Background: an optimization exercise with open tools, aiming at small area. Do not read the settings as production practice.
In this exercise RTL edits were held to simulation tests only and were not proved equivalent to the original.

the baseline:
==> flow/design.v <==
`default_nettype none
package turbo_pkg;
    localparam int SOFT_W    = 4;
    localparam int LLR_W     = 10;
    localparam int INFO_LEN  = 5;
    localparam int BLOCK_LEN = 7;
    localparam logic [3*INFO_LEN-1:0] PERM     = {3'd3, 3'd1, 3'd2, 3'd4, 3'd0};
    localparam logic [3*INFO_LEN-1:0] PERM_INV = {3'd1, 3'd4, 3'd2, 3'd3, 3'd0};
endpackage
`default_nettype wire
`default_nettype none
`timescale 1ns/10ps
module soft_input_loader (
    input  wire          clk_p_i,
    input  wire          reset_n_i,
    input  wire          start_i,
    input  wire [20:0]   data_i,
    output wire          early_o,
    output wire          block_ready_o,
    output logic [19:0]  sys04_o,
    output logic [7:0]   sys56_o,
    output logic [27:0]  par1_o,
    output logic [27:0]  par2_o
);
    logic [2:0]  cnt;
    always_ff @(posedge clk_p_i or negedge reset_n_i) begin
        if (!reset_n_i) begin
            cnt <= 3'd0;
        end else begin
            case (cnt)
                3'd0, 3'd5: cnt <= start_i ? 3'd1 : 3'd0;
                3'd1:       cnt <= 3'd2;
                3'd2:       cnt <= 3'd3;
                3'd3:       cnt <= 3'd4;
                3'd4:       cnt <= 3'd5;
                default:    cnt <= 3'd0;
            endcase
        end
    end
    assign early_o       = (cnt == 3'd3);
    assign block_ready_o = (cnt == 3'd5);
    wire   park          = (cnt == 3'd3) | (cnt == 3'd4);
    wire [8:0] a_in = {data_i[20:19], data_i[6:0]};
    wire [2:0] b_in = data_i[18:16];
    wire [8:0] e_in = {data_i[15:14], data_i[13:7]};
    logic [8:0]  a0, a1, a2;
    logic [2:0]  b0, b1, b2, b3, b4;
    logic [8:0]  e0, e1, e2;
    always_ff @(posedge clk_p_i) begin
        a0 <= a_in;
        a1 <= a0;
        a2 <= a1;
        b0 <= b_in;
        b1 <= b0;
        b2 <= b1;
        b3 <= b2;
        b4 <= b3;
        e0 <= park ? a2 : e_in;
        e1 <= e0;
        e2 <= e1;
    end
    wire [8:0] ap3 = a1, ap2 = a2, ap1 = e0, ap0 = e1;
    wire [2:0] bp3 = b1, bp2 = b2, bp1 = b3, bp0 = b4;
    wire [8:0] ep3 = e_in, ep2 = e0, ep1 = e1, ep0 = e2;
    always_comb begin
        for (int p = 0; p < 2; p++) begin
            sys04_o[(4-p)*4 +: 4] = {ap3[8-p], ap2[8-p], ap1[8-p], ap0[8-p]};
            sys56_o[(1-p)*4 +: 4] = {ep3[8-p], ep2[8-p], ep1[8-p], ep0[8-p]};
        end
        for (int p = 2; p < 5; p++)
            sys04_o[(4-p)*4 +: 4] = {bp3[4-p], bp2[4-p], bp1[4-p], bp0[4-p]};
        for (int p = 0; p < 7; p++) begin
            par2_o[(6-p)*4 +: 4] = {ap3[6-p], ap2[6-p], ap1[6-p], ap0[6-p]};
            par1_o[(6-p)*4 +: 4] = {ep3[6-p], ep2[6-p], ep1[6-p], ep0[6-p]};
        end
    end
endmodule
`default_nettype wire
`default_nettype none
`timescale 1ns/10ps
module extrinsic_unit (
    input  wire [9:0] llr_i,
    input  wire [9:0] apri_n_i,
    input  wire [3:0] sys_i,
    output wire [9:0] ext_o
);
    wire [10:0] a = {llr_i[9], llr_i};
    wire [10:0] b = {apri_n_i[9], apri_n_i};
    wire [11:0] c;
    wire [10:0] d;
    assign c[0] = 1'b1;
    for (genvar i = 0; i < 11; i++) begin : g_sub1
        assign d[i]   = a[i] ^ b[i] ^ c[i];
        assign c[i+1] = (a[i] & b[i]) | (a[i] & c[i]) | (b[i] & c[i]);
    end
    wire       ov1 = d[10] ^ d[9];
    wire [9:0] xn  = {~d[10], ov1 ? {9{d[10]}} : ~d[8:0]};
    wire [9:0]  p = {xn[9], xn[9:1]};
    wire [9:0]  q = {{6{sys_i[3]}}, sys_i};
    wire [10:0] e;
    wire [9:0]  t;
    assign e[0] = 1'b0;
    for (genvar i = 0; i < 10; i++) begin : g_add2
        assign t[i]   = p[i] ^ q[i] ^ e[i];
        assign e[i+1] = (p[i] & q[i]) | (p[i] & e[i]) | (q[i] & e[i]);
    end
    wire ov2 = t[9] ^ t[8];
    assign ext_o = ov2 ? {~t[9], {9{t[9]}}} : ~{t[8:0], xn[0]};
endmodule
`default_nettype wire
`default_nettype none
`timescale 1ns/10ps
module turbo_iter_ctrl #(
    parameter int MAX_ITER = 16
) (
    input  wire          clk_p_i,
    input  wire          reset_n_i,
    input  wire          early_i,
    input  wire          block_ready_i,
    input  wire [19:0]   sys04_i,
    input  wire [7:0]    sys56_i,
    input  wire [27:0]   par1_i,
    input  wire [27:0]   par2_i,
    input  wire          siso_done_i,
    input  wire [69:0]   siso_llr_i,
    output wire          siso_start_o,
    output wire [125:0]  siso_req_o,
    output wire          done_o,
    output logic [4:0]   data_o
);
    localparam logic [2:0] S_RST  = 3'b000;  
    localparam logic [2:0] S_IDLE = 3'b001;
    localparam logic [2:0] S_DONE = 3'b010;  
    localparam logic [2:0] S_FIN  = 3'b011;
    localparam logic [2:0] S_D1S  = 3'b100;  
    localparam logic [2:0] S_D1   = 3'b101;
    localparam logic [2:0] S_D2S  = 3'b110;  
    localparam logic [2:0] S_D2   = 3'b111;
    logic [2:0]  state;
    logic [3:0]  iter_cnt;
    logic [27:0] sys_q, par1_q, par2_q;
    logic [49:0] apri_q;
    logic [49:0] apri;
    logic        apri_zero;
    logic        dec_q;
    wire h1    = state[2] & ~state[1];
    wire d2    = state[2] &  state[1];
    wire valid = (state != S_RST);
    assign apri = apri_q & {50{~apri_zero}};
    wire [49:0] apri_n = ~apri;
    wire idle  = ~state[2] & ~(state[1] & state[0]);
    wire take  = idle & block_ready_i;
    assign siso_start_o = state[2] & ~state[0];
    assign done_o       = (state == S_DONE);
    logic [27:0] sys_sel;
    always_comb begin
        sys_sel = '0;
        for (int j = 0; j < 5; j++) begin
            sys_sel[(6-j)*4 +: 4] = h1 ? sys_q[(6-j)*4 +: 4]
                                       : sys_q[(6-int'(turbo_pkg::PERM[3*j +: 3]))*4 +: 4];
        end
        sys_sel[7:0] = h1 ? sys_q[7:0] : 8'd0;
    end
    wire [27:0] sys_out = sys_sel & {28{valid}};
    assign siso_req_o = {sys_out,
                         (h1 ? par1_q : par2_q) & {28{valid}},
                         apri, 20'd0};
    logic [49:0] ext;
    for (genvar i = 0; i < 5; i++) begin : g_ext
        extrinsic_unit u_ext (
            .llr_i  (siso_llr_i[(6-i)*10 +: 10]),
            .apri_n_i (apri_n[(4-i)*10 +: 10]),
            .sys_i  (sys_out[(6-i)*4 +: 4]),
            .ext_o  (ext[(4-i)*10 +: 10])
        );
    end
    logic [49:0] ext_int, ext_nat;
    logic [4:0]  dec2;
    logic        same;
    always_comb begin
        same = 1'b1;
        for (int j = 0; j < 5; j++) begin
            ext_int[(4-j)*10 +: 10] = ext[(4-int'(turbo_pkg::PERM[3*j +: 3]))*10 +: 10];
            ext_nat[(4-j)*10 +: 10] = ext[(4-int'(turbo_pkg::PERM_INV[3*j +: 3]))*10 +: 10];
            dec2[4-j] = ~ext[(4-int'(turbo_pkg::PERM_INV[3*j +: 3]))*10 + 9];
            if (ext[(4-j)*10 + 9] != apri[(4-j)*10 + 9]) same = 1'b0;
        end
    end
    wire stop = same | (iter_cnt == 4'(MAX_ITER-1));
    wire fin_next = idle | (state == S_FIN) | (d2 & siso_done_i & stop);
    wire take_early = early_i & fin_next;
    always_ff @(posedge clk_p_i) begin
        if (take) begin
            sys_q[27:8] <= sys04_i;
            par2_q      <= par2_i;
        end
        if (take_early) begin
            sys_q[7:0]  <= sys56_i;
            par1_q      <= par1_i;
        end
    end
    always_ff @(posedge clk_p_i) begin
        dec_q <= dec2[4];
    end
    always_ff @(posedge clk_p_i) begin
        if (take)
            iter_cnt <= '0;
        else if (d2 & siso_done_i)
            iter_cnt <= stop ? dec2[3:0] : iter_cnt + 1'b1;
    end
    wire ld_int = siso_done_i & h1;
    wire ld_nat = siso_done_i & d2 & ~stop;
    always_ff @(posedge clk_p_i) begin
        apri_q <= ({50{ld_int}} & ext_int) | ({50{ld_nat}} & ext_nat)
                | ({50{~(ld_int | ld_nat)}} & apri_q);
    end
    always_ff @(posedge clk_p_i or negedge reset_n_i) begin
        if (!reset_n_i)
            apri_zero <= 1'b1;
        else if (take)
            apri_zero <= 1'b1;
        else if (h1 & siso_done_i)
            apri_zero <= 1'b0;
    end
    always_ff @(posedge clk_p_i or negedge reset_n_i) begin
        if (!reset_n_i) begin
            state  <= S_RST;
            data_o <= '0;
        end else begin
            case (state)
                S_RST, S_IDLE, S_DONE: begin
                    if (block_ready_i) begin
                        state <= S_D1S;
                    end else if (state == S_DONE) begin
                        state <= S_IDLE;
                    end
                end
                S_D1S, S_D1: begin
                    if (siso_done_i) begin
                        state <= S_D2S;
                    end else begin
                        state <= S_D1;
                    end
                end
                S_D2S, S_D2: begin
                    if (siso_done_i) begin
                        if (stop) begin
                            state <= S_FIN;
                        end else begin
                            state <= S_D1S;
                        end
                    end else begin
                        state <= S_D2;
                    end
                end
                default: begin  
                    data_o <= {dec_q, iter_cnt};
                    state  <= S_DONE;
                end
            endcase
        end
    end
endmodule
`default_nettype wire
`default_nettype none
`timescale 1ns/10ps
module turbo_decoder_top #(
    parameter int MAX_ITER = 16
) (
    input  wire          clk_p_i,
    input  wire          reset_n_i,
    input  wire          start_i,
    input  wire [20:0]   data_i,
    input  wire          siso_done_i,
    input  wire [69:0]   siso_llr_i,
    output wire          siso_start_o,
    output wire [125:0]  siso_req_o,
    output wire          done_o,
    output wire [4:0]    data_o
);
    logic        block_ready;
    logic        early;
    logic [19:0] sys04_vec;
    logic [7:0]  sys56_vec;
    logic [27:0] par1_vec;
    logic [27:0] par2_vec;
    soft_input_loader u_loader (
        .clk_p_i       (clk_p_i),
        .reset_n_i     (reset_n_i),
        .start_i       (start_i),
        .data_i        (data_i),
        .early_o       (early),
        .block_ready_o (block_ready),
        .sys04_o       (sys04_vec),
        .sys56_o       (sys56_vec),
        .par1_o        (par1_vec),
        .par2_o        (par2_vec)
    );
    turbo_iter_ctrl #(
        .MAX_ITER (MAX_ITER)
    ) u_ctrl (
        .clk_p_i       (clk_p_i),
        .reset_n_i     (reset_n_i),
        .early_i       (early),
        .block_ready_i (block_ready),
        .sys04_i       (sys04_vec),
        .sys56_i       (sys56_vec),
        .par1_i        (par1_vec),
        .par2_i        (par2_vec),
        .siso_done_i   (siso_done_i),
        .siso_llr_i    (siso_llr_i),
        .siso_start_o  (siso_start_o),
        .siso_req_o    (siso_req_o),
        .done_o        (done_o),
        .data_o        (data_o)
    );
endmodule
`default_nettype wire
export LEC_CHECK = 0
export ABC_AREA = 1
export CAP_MARGIN = 0
export CORE_MARGIN = 2
export CORE_UTILIZATION = 75
export PLACE_DENSITY = 0.85
export SLEW_MARGIN = 0
create_clock -name core_clock -period 12.0 [get_ports {clk_p_i}]
standard.sh (not shown) runs the stock make flow with config.mk's settings and CLKGATE_MAP_FILE= SYNTH_SCRIPT=/design/flow/synth_recipe.tcl, a recipe that flattens the netlist after the stock synthesis.
==> flow/flow/run.sh <==
#!/bin/bash
# The standard layout (standard.sh) with these changes:
#  - synthesis maps with an area-oriented ABC script (flow/abc_area.script)
#  - port buffers use the smallest buffer cell
#  - the constant outputs share one tie cell
#  - floorplan removes synthesis buffers instead of repairing timing before
#    placement (timing is repaired after placement, CTS and global routing)
#  - clock tree: clkbuf_8 only, clusters of up to 16 sinks, no dummy loads
set -e
rm -rf scripts_mod
cp -r "$FLOW_HOME/scripts" scripts_mod
cp flow/abc_area.script scripts_mod/abc_area.script
export SCRIPTS_DIR="$PWD/scripts_mod"
export BUFFER_PORTS_ARGS="-buffer_cell sky130_fd_sc_hd__buf_1"
export SKIP_REPAIR_TIE_FANOUT=1
export REMOVE_ABC_BUFFERS=1
export CTS_ARGS="-sink_clustering_enable -repair_clock_nets -dont_use_dummy_load -buf_list sky130_fd_sc_hd__clkbuf_8 -sink_clustering_size 16 -sink_clustering_max_diameter 80"
bash standard.sh > standard_run.log 2>&1
==> flow/flow/abc_area.script <==
strash
dc2
dch -f
amap -m
strash
dc2
dch -f
amap -m
strash
dc2
dch -f
amap -m
topo
diff inputs: the baseline => the candidate
-- flow/design.v --
<<< the baseline, line 40
    assign early_o       = (cnt == 3'd3);
    assign block_ready_o = (cnt == 3'd5);
    wire   park          = (cnt == 3'd3) | (cnt == 3'd4);
    wire [8:0] a_in = {data_i[20:19], data_i[6:0]};
    wire [2:0] b_in = data_i[18:16];
    wire [8:0] e_in = {data_i[15:14], data_i[13:7]};
    logic [8:0]  a0, a1, a2;
    logic [2:0]  b0, b1, b2, b3, b4;
    logic [8:0]  e0, e1, e2;
    always_ff @(posedge clk_p_i) begin
>>> the candidate, line 40
    assign early_o       = (cnt == 3'd3);
    assign block_ready_o = (cnt == 3'd5);
    wire   park3         = (cnt == 3'd3);
    wire   park4         = (cnt == 3'd4);
    wire   park          = park3 | park4;
    wire [8:0] a_in = ~{data_i[20:19], data_i[6:0]};
    wire [2:0] b_in = ~data_i[18:16];
    wire [8:0] e_in = ~{data_i[15:14], data_i[13:7]};
    logic [8:0]  a0, a1, a2;
    logic [2:0]  b0, b1, b2;
    logic [8:0]  e0, e1, e2;
    always_ff @(posedge clk_p_i) begin
<<< the baseline, line 54
        b1 <= b0;
        b2 <= b1;
        b3 <= b2;
        b4 <= b3;
        e0 <= park ? a2 : e_in;
        e1 <= e0;
        e2 <= e1;
    end
    wire [8:0] ap3 = a1, ap2 = a2, ap1 = e0, ap0 = e1;
    wire [2:0] bp3 = b1, bp2 = b2, bp1 = b3, bp0 = b4;
    wire [8:0] ep3 = e_in, ep2 = e0, ep1 = e1, ep0 = e2;
    always_comb begin
>>> the candidate, line 56
        b1 <= b0;
        b2 <= b1;
        e0 <= park ? a2 : e_in;
        e1 <= {e0[8:3], park3 ? b2 : e0[2:0]};
        e2 <= {e1[8:6], park4 ? b2 : e1[5:3], e1[2:0]};
    end
    wire [8:0] ap3 = a1, ap2 = a2, ap1 = e0, ap0 = e1;
    wire [2:0] bp3 = b1, bp2 = b2, bp1 = e2[5:3], bp0 = e2[2:0];
    wire [8:0] ep3 = e_in, ep2 = e0, ep1 = e1, ep0 = e2;
    always_comb begin
<<< the baseline, line 95
    end
    wire       ov1 = d[10] ^ d[9];
    wire [9:0] xn  = {~d[10], ov1 ? {9{d[10]}} : ~d[8:0]};
    wire [9:0]  p = {xn[9], xn[9:1]};
    wire [9:0]  q = {{6{sys_i[3]}}, sys_i};
    wire [10:0] e;
    wire [9:0]  t;
    assign e[0] = 1'b0;
    for (genvar i = 0; i < 10; i++) begin : g_add2
        assign t[i]   = p[i] ^ q[i] ^ e[i];
        assign e[i+1] = (p[i] & q[i]) | (p[i] & e[i]) | (q[i] & e[i]);
    end
    wire ov2 = t[9] ^ t[8];
    assign ext_o = ov2 ? {~t[9], {9{t[9]}}} : ~{t[8:0], xn[0]};
endmodule
`default_nettype wire
>>> the candidate, line 95
    end
    wire       ov1 = d[10] ^ d[9];
    wire [9:0] x   = ov1 ? {d[10], {9{~d[10]}}} : d[9:0];
    wire [9:0]  p = {x[9], x[9:1]};
    wire [9:0]  q = ~{{6{sys_i[3]}}, sys_i};
    wire [10:0] e;
    wire [9:0]  h;
    assign e[0] = 1'b1;
    for (genvar i = 0; i < 10; i++) begin : g_sub2
        assign h[i]   = p[i] ^ q[i] ^ e[i];
        assign e[i+1] = (p[i] & q[i]) | (p[i] & e[i]) | (q[i] & e[i]);
    end
    assign ext_o = (h[9] != h[8]) ? {h[9], {9{~h[9]}}} : {h[8:0], x[0]};
endmodule
`default_nettype wire
<<< the baseline, line 139
    logic [2:0]  state;
    logic [3:0]  iter_cnt;
    logic [27:0] sys_q, par1_q, par2_q;
    logic [49:0] apri_q;
    logic [49:0] apri;
    logic        apri_zero;
>>> the candidate, line 138
    logic [2:0]  state;
    logic [3:0]  iter_cnt;
    logic [27:0] sys_qn, par1_qn, par2_qn;
    wire  [27:0] sys_q = ~sys_qn, par1_q = ~par1_qn, par2_q = ~par2_qn;
    logic [49:0] apri_qn;    
    logic [49:0] apri;
    logic        apri_zero;
<<< the baseline, line 147
    wire d2    = state[2] &  state[1];
    wire valid = (state != S_RST);
    assign apri = apri_q & {50{~apri_zero}};
    wire [49:0] apri_n = ~apri;
    wire idle  = ~state[2] & ~(state[1] & state[0]);
>>> the candidate, line 147
    wire d2    = state[2] &  state[1];
    wire valid = (state != S_RST);
    assign apri = ~apri_qn & {50{~apri_zero}};
    wire [49:0] apri_n = ~apri;
    wire idle  = ~state[2] & ~(state[1] & state[0]);
<<< the baseline, line 192
    always_ff @(posedge clk_p_i) begin
        if (take) begin
            sys_q[27:8] <= sys04_i;
            par2_q      <= par2_i;
        end
        if (take_early) begin
            sys_q[7:0]  <= sys56_i;
            par1_q      <= par1_i;
        end
    end
>>> the candidate, line 192
    always_ff @(posedge clk_p_i) begin
        if (take) begin
            sys_qn[27:8] <= sys04_i;
            par2_qn      <= par2_i;
        end
        if (take_early) begin
            sys_qn[7:0]  <= sys56_i;
            par1_qn      <= par1_i;
        end
    end
<<< the baseline, line 212
    wire ld_nat = siso_done_i & d2 & ~stop;
    always_ff @(posedge clk_p_i) begin
        apri_q <= ({50{ld_int}} & ext_int) | ({50{ld_nat}} & ext_nat)
                | ({50{~(ld_int | ld_nat)}} & apri_q);
    end
    always_ff @(posedge clk_p_i or negedge reset_n_i) begin
>>> the candidate, line 212
    wire ld_nat = siso_done_i & d2 & ~stop;
    always_ff @(posedge clk_p_i) begin
        apri_qn <= ~(({50{ld_int}} & ext_int) | ({50{ld_nat}} & ext_nat)
                   | ({50{~(ld_int | ld_nat)}} & apri));
    end
    always_ff @(posedge clk_p_i or negedge reset_n_i) begin
==> comparison <==
The candidate | stages: all done | timing, DRC, antenna: all pass
No stage failed in the baseline, and the final checks on the layout all came back clean.
As of the candidate, critical path depth had fallen by a few percent compared to the baseline.
On worst setup slack for register-to-register paths, the baseline beats the candidate.
The candidate reports a higher area growth from synthesis to layout than the baseline does.

==> re-timing with driven ports <==
The flow's constraints put no driver on any port. The routed layouts listed below were extracted and timed again, unchanged, in two steps. Step 1 assumes that a clkbuf_16 drives the clock port and a buf_2 every other input. Step 2, shift: input delay + t, output delay - t, t = (earliest + latest rising clock arrival at the registers) / 2. This alone moves slack from input paths to output paths. Slacks: no drivers / after step 1 / after step 2; pairs: no drivers / after step 1.
| run | shift t [ns] | setup slack, ns | clock arrival spread, ns | slew at the worst register clock pin (ns) |
|---|---|---|---|---|
| the baseline | 0.524 | 0.525 / 0.542 / 0.018 | 0.048 / 0.048 | 0.11 / 0.11 |
| the candidate | 0.533 | 0.346 / 0.362 / -0.171 | 0.058 / 0.058 | 0.11 / 0.11 |
Met with ideal ports but missed after step 2: setup timing in the candidate. The setup slack of the candidate, which loses most, moves by +0.016 ns with the drivers and by -0.517 ns with both steps.
